From an optimization exercise on the open Yosys and OpenROAD flow, aimed at small area, a short achievable clock period and few clock cycles per item; shortcuts taken in it are not production practice. RTL that was checked went through simulation tests only; none was proved equivalent to the original. No activity file was given, so power comes from the tool's default toggle rates.

main:
Design per_channel_min_max_mean, start of the top module:
module per_channel_min_max_mean (
  input  logic        clk_i,
  input  logic        rst_ni,
  input  logic        s_axis_tvalid,
  output logic        s_axis_tready,
  input  logic        s_axis_tuser,   
  input  logic [47:0] s_axis_tdata,   
  output logic        m_axis_tvalid,
  input  logic        m_axis_tready,
  output logic [119:0] m_axis_tdata,  
  input  logic        cfg_valid_i,
  output logic        cfg_ready_o,
  input  logic        cfg_index_i,
  input  logic [ValueW-1:0] cfg_data_i
);
==> flow/config.mk <==
export PLATFORM = sky130hd
export DESIGN_NAME = per_channel_min_max_mean
export DESIGN_NICKNAME = per_channel_min_max_mean
export VERILOG_FILES = /design/flow/design.v
export SDC_FILE = /design/flow/constraint.sdc
export NUM_CORES = 4
export LEC_CHECK = 0
export CAP_MARGIN = 20
export CORE_MARGIN = 2
export CORE_UTILIZATION = 40
export CTS_CLUSTER_DIAMETER = 100
export CTS_CLUSTER_SIZE = 20
export PLACE_DENSITY = 0.6
export SETUP_SLACK_MARGIN = 4.2
export SLEW_MARGIN = 20
==> flow/constraint.sdc <==
create_clock -name core_clock -period 7.0 [get_ports {clk_i}]
set_input_delay 1.4000 -clock core_clock [delete_from_list [all_inputs] [get_ports {clk_i}]]
set_output_delay 1.4000 -clock core_clock [all_outputs]
set_load 0.01 [all_outputs]
run.sh (not shown) runs the stock make flow with config.mk's settings and CLKGATE_MAP_FILE= SYNTH_SCRIPT=/design/flow/synth_recipe.tcl, a recipe that flattens the netlist after the stock synthesis.
Testbench counts of main, summed over its fixed seeds: cycles 11,047, reads 909.
Changes in the feature branch relative to main:
--- a/flow/design.v
+++ b/flow/design.v
@@ -139,13 +139,19 @@
   logic [SumW-1:0]   y_sum, y_nsum;
   logic [CountW-1:0] y_cnt, y_ncnt;
   logic              y_add;
   assign y_sum  = y_fwd ? w_nsum : y_e[CountW +: SumW];
   assign y_cnt  = y_fwd ? w_ncnt : y_e[0 +: CountW];
   assign y_add  = y_rec && (y_cnt != CountMax);
-  assign y_nsum = y_add ? y_sum + SumW'(y_val) : y_sum;
+  localparam int unsigned HiW = SumW - ValueW;
+  logic [ValueW:0]  y_lo;
+  logic [HiW-1:0]   y_hi, y_hi1;
+  assign y_lo   = {1'b0, y_sum[ValueW-1:0]} + {1'b0, y_val};
+  assign y_hi   = y_sum[SumW-1:ValueW];
+  assign y_hi1  = y_hi + 1'b1;
+  assign y_nsum = !y_add ? y_sum : {y_lo[ValueW] ? y_hi1 : y_hi, y_lo[ValueW-1:0]};
   assign y_ncnt = y_add ? y_cnt + 1'b1 : y_cnt;
   always_ff @(posedge clk_i) begin
     w_ch   <= y_ch;
     w_sel  <= y_sel;
     w_val  <= y_val;
     w_ts   <= y_ts;
@@ -256,16 +262,18 @@
       diff[j] = trial - mul[j];
       ge[j]   = (trial >= mul[j]);
     end
   end
   always_comb begin
     qbits = '0;
-    rem_n = '0;
+    rem_n = {CountW{load}} & CountW'(h_sum >> DivP);
     for (int j = 0; j <= NMul; j++) begin
       if (ge[j] && !ge[j+1]) begin
         qbits = qbits | DivR'(j);
+      end
+      if (ge[j] && !ge[j+1] && !load) begin
         rem_n = rem_n | diff[j][CountW-1:0];
       end
     end
     if (!o_has) qbits = '0;
   end
   always_ff @(posedge clk_i or negedge rst_ni) begin
@@ -302,13 +310,13 @@
       for (int j = 3; j <= NMul; j += 2) o_mul[j] <= MulW'(j) * MulW'(h_cnt);
     end else if (o_step_en) begin
       o_qd  <= {o_qd[DivP-DivR-1:0], qbits};
     end
   end
   always_ff @(posedge clk_i) begin
-    o_rem <= load ? CountW'(h_sum >> DivP) : rem_n;
+    o_rem <= rem_n;
   end
   assign m_axis_tvalid = o_done;
   assign m_axis_tdata  = {5'b0, o_cnt, o_qd[ValueW-1:0], o_maxt, o_maxv,
                           o_mint, o_minv, o_has, o_ch};
   logic [CapW-1:0] infl_q, infl_d;
   logic            fire;
Notes after the runs:
Post-cts gate resize count came out higher on the feature branch than on main.
For the clock buffer count, the feature branch came in 7 higher than main did.
The estimated power of the feature branch ends up higher than the estimate for main.
The feature branch vs main: worst hold slack up in the feature branch
met2 usage in global routing down 0.29 points in the feature branch wrt main
Relative to main, the routed wire length measured on the feature branch has increased slightly.
The RTL of the feature branch was laid out without a check of its function.

Starting RTL as in the previous note.
clock: 7.0 ns
lec_check: 0
cap_margin: 20
core_margin: 2
core_utilization: 40
cts_cluster_diameter: 100
cts_cluster_size: 20
place_density: 0.6
setup_slack_margin: 3.7
slew_margin: 20
Testbench counts at the start, summed over its fixed seeds: cycles 11,047, reads 909.
Then changed:
--- a/flow/design.v
+++ b/flow/design.v
@@ -206,16 +206,21 @@
     end
   end
   always_ff @(posedge clk_i) begin
     if (q_mv[0]) q_d[0] <= snap;
     for (int k = 1; k < QDepth; k++) begin
       if (q_mv[k]) q_d[k] <= q_d[k-1];
     end
   end
+  logic [CountW-1:0] hq_cnt;
+  always_ff @(posedge clk_i or negedge rst_ni) begin
+    if (!rst_ni)             hq_cnt <= '0;
+    else if (q_mv[QDepth-1]) hq_cnt <= q_d[QDepth-2][SumW +: CountW];
+  end
   logic                o_busy, o_done;
   logic [StepW-1:0]    o_step;
   logic [ChanW-1:0]    o_ch;
   logic                o_has;
   logic [ValueW-1:0]   o_minv, o_maxv;
   logic [TimeW-1:0]    o_mint, o_maxt;
   logic [CountW-1:0]   o_cnt;
   logic [CountW-1:0]   o_rem;
@@ -225,17 +230,19 @@
   logic [SnapW-1:0]  head;
   logic [ChanW-1:0]  h_ch;
   logic              h_has;
   logic [ValueW-1:0] h_minv, h_maxv;
   logic [TimeW-1:0]  h_mint, h_maxt;
   logic [CountW-1:0] h_cnt;
   logic [SumW-1:0]   h_sum;
   assign head = q_d[QDepth-1];
-  assign {h_ch, h_has, h_minv, h_mint, h_maxv, h_maxt, h_cnt, h_sum} = head;
+  logic [CountW-1:0] h_cnt_q;    
+  assign {h_ch, h_has, h_minv, h_mint, h_maxv, h_maxt, h_cnt_q, h_sum} = head;
+  assign h_cnt = hq_cnt;
   assign o_free = !o_busy || (o_done && m_axis_tready);
   assign load   = q_mv[QDepth];
   logic [MulW-1:0] mul [NMul+1];
   always_comb begin
     mul[0] = '0;
     for (int j = 1; j <= NMul; j++) begin
       if (j == 1)          mul[j] = MulW'(o_cnt);
       else if (j % 2 == 1) mul[j] = o_mul[j];
@@ -254,20 +261,22 @@
     ge[NMul+1] = 1'b0;
     for (int j = 1; j <= NMul; j++) begin
       diff[j] = trial - mul[j];
       ge[j]   = (trial >= mul[j]);
     end
   end
   always_comb begin
     qbits = '0;
-    rem_n = '0;
+    rem_n = {CountW{load}} & CountW'(h_sum >> DivP);
     for (int j = 0; j <= NMul; j++) begin
       if (ge[j] && !ge[j+1]) begin
         qbits = qbits | DivR'(j);
+      end
+      if (ge[j] && !ge[j+1] && !load) begin
         rem_n = rem_n | diff[j][CountW-1:0];
       end
     end
     if (!o_has) qbits = '0;
   end
   always_ff @(posedge clk_i or negedge rst_ni) begin
     if (!rst_ni) begin
       o_busy <= 1'b0;
@@ -300,17 +309,17 @@
       o_out <= h_out;
       o_qd  <= h_sum[DivP-1:0];
       for (int j = 3; j <= NMul; j += 2) o_mul[j] <= MulW'(j) * MulW'(h_cnt);
     end else if (o_step_en) begin
       o_qd  <= {o_qd[DivP-DivR-1:0], qbits};
     end
   end
   always_ff @(posedge clk_i) begin
-    o_rem <= load ? CountW'(h_sum >> DivP) : rem_n;
+    o_rem <= rem_n;
   end
   assign m_axis_tvalid = o_done;
   assign m_axis_tdata  = {5'b0, o_cnt, o_qd[ValueW-1:0], o_maxt, o_maxv,
                           o_mint, o_minv, o_has, o_ch};
   logic [CapW-1:0] infl_q, infl_d;
   logic            fire;
   assign fire   = o_done && m_axis_tready;
   assign infl_d = infl_q + CapW'(take && s_axis_tuser) - CapW'(fire);
Result: Synthesized cell count goes up slightly. Flip-flop and latch count is unchanged. Worst setup slack gains 0.12 ns. Total power goes up by a few percent. Clock-buffer cell count stays the same. Design area goes down slightly. Wire length goes up by a few percent.
Testbench counts after the change, summed over its fixed seeds: cycles 11,047, reads 909.

-- what the ideal ports hide --
The results above use ideal ports. As a check the final layouts listed here were re-extracted and re-timed, cells and wires unchanged.
Step 1 (the two cells are an assumption about what drives the block):
set clk [get_ports {clk_i}]
set_driving_cell -lib_cell sky130_fd_sc_hd__clkbuf_16 $clk
set_driving_cell -lib_cell sky130_fd_sc_hd__buf_2 [delete_from_list [all_inputs] $clk]
Step 2 also shifts input and output timing later by t, the mid clock arrival at the registers, as if the neighbouring blocks saw the same clock.
Slacks: ideal / step 1 / step 2; pairs: ideal / step 1.
run	shift t [ns]	slack for setup (ns)	worst slew at a driven data input, ns
main	0.944	3.627 / 3.627 / 3.126	0.08
the feature branch	0.972	3.479 / 3.479 / 3.060	0.08
the first run of note 2	0.951	3.538 / 3.550 / 2.659	0.06
the second run of note 2	0.933	3.657 / 3.657 / 2.849	0.13
After both steps setup and hold are still met in every run listed. For the first run of note 2, which loses most, drivers alone change the setup slack by +0.012 ns; drivers and shift together by -0.879 ns.
